Context: an optimization exercise on an open-source flow, tuned for small area, a short achievable clock period and few clock cycles. The choices shown serve that exercise and are no tape-out recipe. In this exercise RTL edits were held to simulation tests only and were not proved equivalent to the original. No activity file was given, so power comes from the tool's default toggle rates.

Design ss_pipeline, start of the top module:
module ss_pipeline (
	input  logic         clock,
	input  logic         reset,
	output logic [7:0]   imem_addr,
	input  logic [47:0]  imem_data,
	output logic [2:0]   commit_valid,
	output logic [23:0]  commit_pc,
	output logic [2:0]   commit_wr_en,
	output logic [8:0]   commit_rd,
	output logic [47:0]  commit_data,
	output logic [2:0]   commit_stop,
	output logic         halted
);
clock: 6.0 ns
lec_check: 0
cap_margin: 20
core_margin: 2
core_utilization: 40
setup_slack_margin: 3.0
slew_margin: 20
run.sh (not shown) runs the stock make flow with config.mk's settings and CLKGATE_MAP_FILE= SYNTH_SCRIPT=/design/flow/synth_recipe.tcl, a recipe that flattens the netlist after the stock synthesis.
Testbench counts at the start, summed over its fixed seeds: cycles 7,372.
==> next run, changes <==
==> flow/flow/run.sh (new file) <==
#!/bin/bash
# The standard layout (standard synthesis, floorplan, placement, CTS,
# routing), except that the port buffers placed before global placement
# are sky130_fd_sc_hd__buf_2 rather than the flow's default choice (a
# clkdlybuf4s50 delay buffer), which is slow on the input and output
# paths. Make's full output goes to flow_make.log in this folder; ORFS
# keeps each step's log under orfs/logs.
set -euo pipefail
bash standard.sh "BUFFER_PORTS_ARGS=-buffer_cell sky130_fd_sc_hd__buf_2" finish > flow_make.log 2>&1
==> flow/standard.sh (new file) <==
#!/bin/bash
# synth_recipe.tcl (not shown) runs the flow's synth.tcl, then flattens the netlist and writes it again
# the make line also repeats each setting of config.mk as NAME=value (left out here)
make -C /OpenROAD-flow-scripts/flow DESIGN_CONFIG=/design/flow/config.mk WORK_HOME=/design/flow/orfs CLKGATE_MAP_FILE= SYNTH_SCRIPT=/design/flow/synth_recipe.tcl "${@:-finish}"
- SETUP_SLACK_MARGIN: 3.0 -> 3.2
removed: flow/run.sh
=> Worst hold slack stays flat. Worst setup slack gains 0.11 ns. Cell count rises by 1.5%. Fmax rises by 3.8%. Sequential cell count does not change. First-iteration DRC count falls by 12%. Wire length rises by 1.4%. Via count rises by 1.5%. Sequential share of layout area falls by 0.33 points. Clock skew falls by 0.0057 ns.
==> next run, changes <==
==> flow/run.sh (new file) <==
#!/bin/bash
# synth_recipe.tcl (not shown) runs the flow's synth.tcl, then flattens the netlist and writes it again
# the make line also repeats each setting of config.mk as NAME=value (left out here)
make -C /OpenROAD-flow-scripts/flow DESIGN_CONFIG=/design/flow/config.mk WORK_HOME=/design/flow/orfs CLKGATE_MAP_FILE= SYNTH_SCRIPT=/design/flow/synth_recipe.tcl finish
- SETUP_SLACK_MARGIN: 3.2 -> 3
removed: flow/flow/run.sh
removed: flow/standard.sh
After rerunning:
- first-iteration DRC count increases by 14%
- power came out higher by 0.30%
- non-clock buffer count is lower by 27
==> next run, changes <==
- SETUP_SLACK_MARGIN: 3 -> 3.2
- count of clock-buffer cells in the layout increases by 3
- via count increases by 1.2%
- synthesized area does not change
- combinational power increases by 16%

* * *

ss_pipeline, a different RTL version from the one above (not shown whole).
Size: roughly 220 flip-flops.
clock: 6.0 ns
lec_check: 0
abc_area: 1
abc_clock_period_in_ps: 2500
cap_margin: 20
core_margin: 2
core_utilization: 40
setup_slack_margin: 3
slew_margin: 20
standard.sh (not shown) runs the stock make flow with config.mk's settings and CLKGATE_MAP_FILE= SYNTH_SCRIPT=/design/flow/synth_recipe.tcl, a recipe that flattens the netlist after the stock synthesis.
==> flow/flow/run.sh <==
#!/bin/bash
# The standard layout (standard synthesis, floorplan, placement, CTS,
# routing), except that the port buffers placed before global placement
# are sky130_fd_sc_hd__buf_2 rather than the flow's default choice (a
# clkdlybuf4s50 delay buffer), which is slow on the input and output
# paths. Make's full output goes to flow_make.log in this folder; ORFS
# keeps each step's log under orfs/logs.
set -euo pipefail
bash standard.sh "BUFFER_PORTS_ARGS=-buffer_cell sky130_fd_sc_hd__buf_2" finish > flow_make.log 2>&1
The first run completed without violations.
Testbench counts at the start, summed over its fixed seeds: cycles 7,372.
Next try:
ABC_AREA = default   (was 1)
ABC_CLOCK_PERIOD_IN_PS = default   (was 2500)
CORE_UTILIZATION = 55   (was 40)
Outcome: The new run completed with no timing, DRC or antenna violations. Clock skew went down by 7.6 ps. Non-clock buffer count came out higher by 17. Maximum frequency shrinks by 4.2%. Utilization goes up by 19 points. Die area decreases by 32%.
Next try:
CORE_UTILIZATION = 30   (was 55)
GPL_TIMING_DRIVEN = 0   (was default)
The changed run passed the timing, DRC and antenna checks.
Sequential share of layout area shrinks by 2.1 points.
Hold slack stays flat.
Non-clock buffer count climbs by 110.
Clock power grows by about 5%.
Routed wire length climbs by 16%.
Via count goes up by 6.1%.
Total power rises by about 3.7%.
Setup slack gains 30 ps.
Next try:
CORE_UTILIZATION = 40   (was 30)
GPL_TIMING_DRIVEN = default   (was 0)
What happened:
- The new run went through all stages and came out clean
- flip-flop and latch count is unchanged
- setup slack gains 28 ps
- wire length came out lower by about a fifth
- combinational power drops by roughly a tenth

* * *

ss_pipeline again, from the RTL that the note above started with.
Design ss_pipeline, start of the top module:
module ss_pipeline (
	input  logic         clock,
	input  logic         reset,
	output logic [7:0]   imem_addr,
	input  logic [47:0]  imem_data,
	output logic [2:0]   commit_valid,
	output logic [23:0]  commit_pc,
	output logic [2:0]   commit_wr_en,
	output logic [8:0]   commit_rd,
	output logic [47:0]  commit_data,
	output logic [2:0]   commit_stop,
	output logic         halted
);
Settings: LEC_CHECK=0, CAP_MARGIN=20, CORE_MARGIN=2, CORE_UTILIZATION=30, PLACE_DENSITY=0.5, SETUP_SLACK_MARGIN=3, SLEW_MARGIN=20; clock period 6.0 ns.
Scripts as last shown in full above: flow/flow/run.sh
The baseline went through all stages and came out clean.
Testbench counts at the start, summed over its fixed seeds: cycles 7,372.
Then changed:
Settings changed: ABC_AREA from default to 1, CORE_UTILIZATION 30 to 40, PLACE_DENSITY 0.5 to default.
=>
- clock skew came out higher by 0.0045 ns
- clock power goes down by a few percent
- flip-flop and latch count stays the same
- synthesized area rises by a little under a tenth
- power came out higher by a few percent
- sequential share of layout area is lower by 0.31 points

* * *

old:
Another version of the RTL of ss_pipeline (not shown whole).
For scale: about 1100 cells after synthesis, about 200 flip-flops, ~150 I/O pins, about 11000 sq um of cells after synthesis.
==> flow/design.v (excerpt) <==
module ss_pipeline (
	input  logic         clock,
	input  logic         reset,
	output logic [7:0]   imem_addr,
	input  logic [47:0]  imem_data,
	output logic [2:0]   commit_valid,
	output logic [23:0]  commit_pc,
	output logic [2:0]   commit_wr_en,
	output logic [8:0]   commit_rd,
	output logic [47:0]  commit_data,
	output logic [2:0]   commit_stop,
	output logic         halted
);
	logic [2:0]  rs1, rs2;
	logic [15:0] rd1, rd2;
	logic        d_valid, d_wr, d_alu, d_sub, d_halt;
	logic [7:0]  d_pc;
	logic [2:0]  d_rd;
	logic [15:0] d_a, d_b;
	logic [15:0] sum;
	logic        zero;
	logic        x_wr;
	logic        c_valid, c_wr_en, c_stop;
	logic [7:0]  c_pc;
	logic [2:0]  c_rd;
	logic [15:0] c_data;
	assign x_wr = d_valid && d_wr;
	fetch_unit u_fetch (
		.clock     (clock),
		.reset     (reset),
		.imem_addr (imem_addr),
		.instr     (imem_data[15:0]),
		.rs1       (rs1),
		.rs2       (rs2),
		.rd1       (rd1),
		.rd2       (rd2),
		.x_wr      (x_wr),
		.x_rd      (d_rd),
		.x_sum     (sum),
		.x_zero    (zero),
		.d_valid   (d_valid),
		.d_pc      (d_pc),
		.d_rd      (d_rd),
		.d_wr      (d_wr),
		.d_alu     (d_alu),
		.d_sub     (d_sub),
		.d_halt    (d_halt),
		.d_a       (d_a),
		.d_b       (d_b)
	);
	reg_file u_reg_file (
		.clock   (clock),
		.reset   (reset),
		.wr_en   (x_wr),
		.wr_rd   (d_rd),
		.wr_data (sum),
		.rs1     (rs1),
		.rs2     (rs2),
		.rd1     (rd1),
		.rd2     (rd2)
	);
	exec_stage u_exec (
		.d_sub (d_sub),
		.d_a   (d_a),
		.d_b   (d_b),
		.sum   (sum),
		.zero  (zero)
	);
	always_ff @(posedge clock) begin
		c_valid <= d_valid;
  ...
clock: 6.0 ns
lec_check: 0
cap_margin: 20
core_margin: 2
core_utilization: 40
setup_slack_margin: 3.2
slew_margin: 20
run.sh (not shown) runs the stock make flow with config.mk's settings and CLKGATE_MAP_FILE= SYNTH_SCRIPT=/design/flow/synth_recipe.tcl, a recipe that flattens the netlist after the stock synthesis.
Stock flow here: none of the scripts above is used.
Testbench counts of old, summed over its fixed seeds: cycles 8,821.
Changes in new relative to old:
Settings: SETUP_SLACK_MARGIN now 3, was 3.2.
==> comparison <==
- Taking old as the reference, in new amount of wire on met2 after detailed routing went down 100 microns, clock skew held, total power went down 1.6%.
- Higher clock-cell share of area goes to new over old.
- old and new ended up with nearly the same total placed cells including tap cells.
- From old to new, critical path depth did not move at all.
- Cmp new vs old: buffering overhead lower in new

* * *

== north ==
ss_pipeline, a different RTL version from the one above (not shown whole).
Size in the first run: ~3200 cells after synthesis, about 150 I/O pins, roughly 27000 um2 of cells after synthesis.
clock: 6.0 ns
lec_check: 0
cap_margin: 20
core_margin: 2
core_utilization: 40
setup_slack_margin: 3
slew_margin: 20
Testbench counts of north, summed over its fixed seeds: cycles 4,922.
Setup changes, north to south
# north
export LEC_CHECK = 0
export CAP_MARGIN = 20
export CORE_MARGIN = 2
export CORE_UTILIZATION = 40
export SETUP_SLACK_MARGIN = 3
export SLEW_MARGIN = 20
create_clock -name core_clock -period 6.0 [get_ports {clock}]
# south
export LEC_CHECK = 0
export CAP_MARGIN = 20
export CORE_MARGIN = 2
export CORE_UTILIZATION = 55
export SETUP_SLACK_MARGIN = 3
export SLEW_MARGIN = 20
create_clock -name core_clock -period 6.0 [get_ports {clock}]
Portion of total power attributed to the clock network ends up higher on south. In south, the number of cells on the critical path came out 4 below the value in north. south drops more vias than north. Total wire length after detailed routing: south better than north. Per the final summary, south finished and its layout is clean on timing, DRC and antenna. Sequential share of layout area essentially unchanged between north and south.

* * *

Setup of JK:
RTL: one of the versions met above, not the one the previous note started from.
For scale: ~1200 cells after synthesis, roughly 12000 um^2 of cells after synthesis.
Settings: LEC_CHECK=0, CAP_MARGIN=20, CORE_MARGIN=2, CORE_UTILIZATION=30, GPL_ROUTABILITY_DRIVEN=0, SETUP_SLACK_MARGIN=3, SLEW_MARGIN=20; clock period 6.0 ns.
standard.sh (not shown) runs the stock make flow with config.mk's settings and CLKGATE_MAP_FILE= SYNTH_SCRIPT=/design/flow/synth_recipe.tcl, a recipe that flattens the netlist after the stock synthesis.
Scripts as last shown in full above: flow/flow/run.sh
JK finished every stage and its layout cleared the timing, DRC and antenna checks.
Testbench counts of JK, summed over its fixed seeds: cycles 7,372.
[inputs] MS vs JK
# JK
export LEC_CHECK = 0
export CAP_MARGIN = 20
export CORE_MARGIN = 2
export CORE_UTILIZATION = 30
export GPL_ROUTABILITY_DRIVEN = 0
export SETUP_SLACK_MARGIN = 3
export SLEW_MARGIN = 20
create_clock -name core_clock -period 6.0 [get_ports {clock}]
# MS
export LEC_CHECK = 0
export CAP_MARGIN = 20
export CORE_MARGIN = 2
export CORE_UTILIZATION = 30
export SETUP_SLACK_MARGIN = 3
export SLEW_MARGIN = 20
create_clock -name core_clock -period 6.0 [get_ports {clock}]
### Flow results
When MS is set beside JK, its power turns out to be 4.5% smaller. Measured against each other, MS and JK differ in register share of total power, the lower figure coming from JK. From JK to MS the numbers moved as follows: multi-input combinational gate total about even; number of non-clock buffers in the layout lost 18; routed via count lost 66. Taking JK as the reference, in MS part of the total power dissipated in the clock network decreased by 2.0 points relative to the old numbers, final instance area decreased by 2.5% relative to the old numbers, wire length decreased by about 0.6% relative to the old numbers. Comparing MS with JK, the worst hold margin came out essentially unchanged. MS: sequential share of cell area is 0.80 points higher than what JK reported. Layout-stage area growth over the synthesis result delta for MS relative to JK: 3.0 points lower.
### MS -> AL
# MS
export LEC_CHECK = 0
export CAP_MARGIN = 20
export CORE_MARGIN = 2
export CORE_UTILIZATION = 30
export SETUP_SLACK_MARGIN = 3
export SLEW_MARGIN = 20
create_clock -name core_clock -period 6.0 [get_ports {clock}]
# AL
export LEC_CHECK = 0
export CAP_MARGIN = 20
export CORE_MARGIN = 2
export CORE_UTILIZATION = 30
export SETUP_SLACK_MARGIN = 2.9
export SLEW_MARGIN = 20
create_clock -name core_clock -period 6.0 [get_ports {clock}]
Notes after the runs:
Fmax on AL is behind MS. Compared with MS, AL shows a share of power burned in the clock network that is 1.5 points higher. From MS to AL, share of synthesized area occupied by flip-flops and latches did not move at all. Diff MS -> AL: cell total after placement held, core utilization +0.25 points. Relative max-transition margin is higher on AL.
> inputs changed (AL -> TR)
# AL
export LEC_CHECK = 0
export CAP_MARGIN = 20
export CORE_MARGIN = 2
export CORE_UTILIZATION = 30
export SETUP_SLACK_MARGIN = 2.9
export SLEW_MARGIN = 20
create_clock -name core_clock -period 6.0 [get_ports {clock}]
# TR
export LEC_CHECK = 0
export CAP_MARGIN = 20
export CORE_MARGIN = 2
export CORE_UTILIZATION = 30
export SETUP_SLACK_MARGIN = 3.1
export SLEW_MARGIN = 20
create_clock -name core_clock -period 6.0 [get_ports {clock}]
--- outcome ---
- NOTE: met3 demand-to-capacity share in global routing in TR exceeds that of AL
- The layout overhead on the synthesized area reported for TR is greater than that of AL by 3.9 points.
- Setup slack on TR is up relative to AL.
- Looking at combinational logic power, TR sits about 10% above AL.
- Final clock period utilization by the worst path delta for TR relative to AL: 2.9 points lower
- Summary of TR over AL: top achievable clock speed now larger, number of buffers added by the clock tree synthesis step now larger.

## what the ideal ports hide
In the flow no input, the clock included, has a driving cell. The finished layouts below were timed again as built, in two steps. Step 1 assumes that a clkbuf_16 drives the clock port and a buf_2 every other input. Step 2 also shifts input and output timing later by t, the mid clock arrival at the registers, as if the neighbouring blocks saw the same clock. Three values: ideal, step 1, step 2; two values: the first two.
run	t, ns	slack for setup (ns)	hold slack, ns	worst slew at a driven data input, ns	pins driven straight from the clock port
the first run of note 1	0.562	3.001 / 3.015 / 2.452	0.324 / 0.324 / 0.324	0.05	1
the second run of note 1	0.564	3.111 / 3.088 / 2.561	0.327 / 0.327 / 0.327	0.06	1
the third run of note 1	0.562	3.001 / 3.015 / 2.452	0.324 / 0.324 / 0.324	0.05	1
the fourth run of note 1	0.571	3.108 / 3.056 / 2.539	0.323 / 0.323 / 0.323	0.07	1
the first run of note 2	0.583	3.139 / 3.089 / 2.548	0.325 / 0.325 / 0.325	0.06	1
the second run of note 2	0.564	3.015 / 3.021 / 2.457	0.327 / 0.327 / 0.327	0.06	1
the third run of note 2	0.594	3.045 / 3.047 / 2.473	0.326 / 0.326 / 0.326	0.07	1
the fourth run of note 2	0.558	3.073 / 3.031 / 2.539	0.326 / 0.326 / 0.326	0.07	1
the first run of note 3	0.569	3.056 / 3.012 / 2.442	0.325 / 0.325 / 0.325	0.21	1
the second run of note 3	0.583	3.139 / 3.089 / 2.548	0.325 / 0.325 / 0.325	0.06	1
old	0.486	3.091 / 3.015 / 2.528	0.321 / 0.321 / 0.321	0.15	1
new	0.488	2.990 / 2.991 / 2.502	0.331 / 0.331 / 0.331	0.08	1
north	0.637	2.623 / 2.623 / 2.050	0.327 / 0.327 / 0.327	0.07	1
south	0.631	2.336 / 2.336 / 2.021	0.329 / 0.329 / 0.329	0.07	1
JK	0.585	3.002 / 2.999 / 2.427	0.325 / 0.325 / 0.325	0.08	1
MS	0.562	3.085 / 3.034 / 2.543	0.325 / 0.325 / 0.325	0.06	1
AL	0.575	2.941 / 2.969 / 2.394	0.326 / 0.326 / 0.326	0.05	1
TR	0.571	3.116 / 3.065 / 2.607	0.325 / 0.325 / 0.325	0.05	1
After both steps every run listed still meets setup and hold. For the first run of note 3, which loses most, drivers alone change the setup slack by -0.044 ns; drivers and shift together by -0.614 ns.
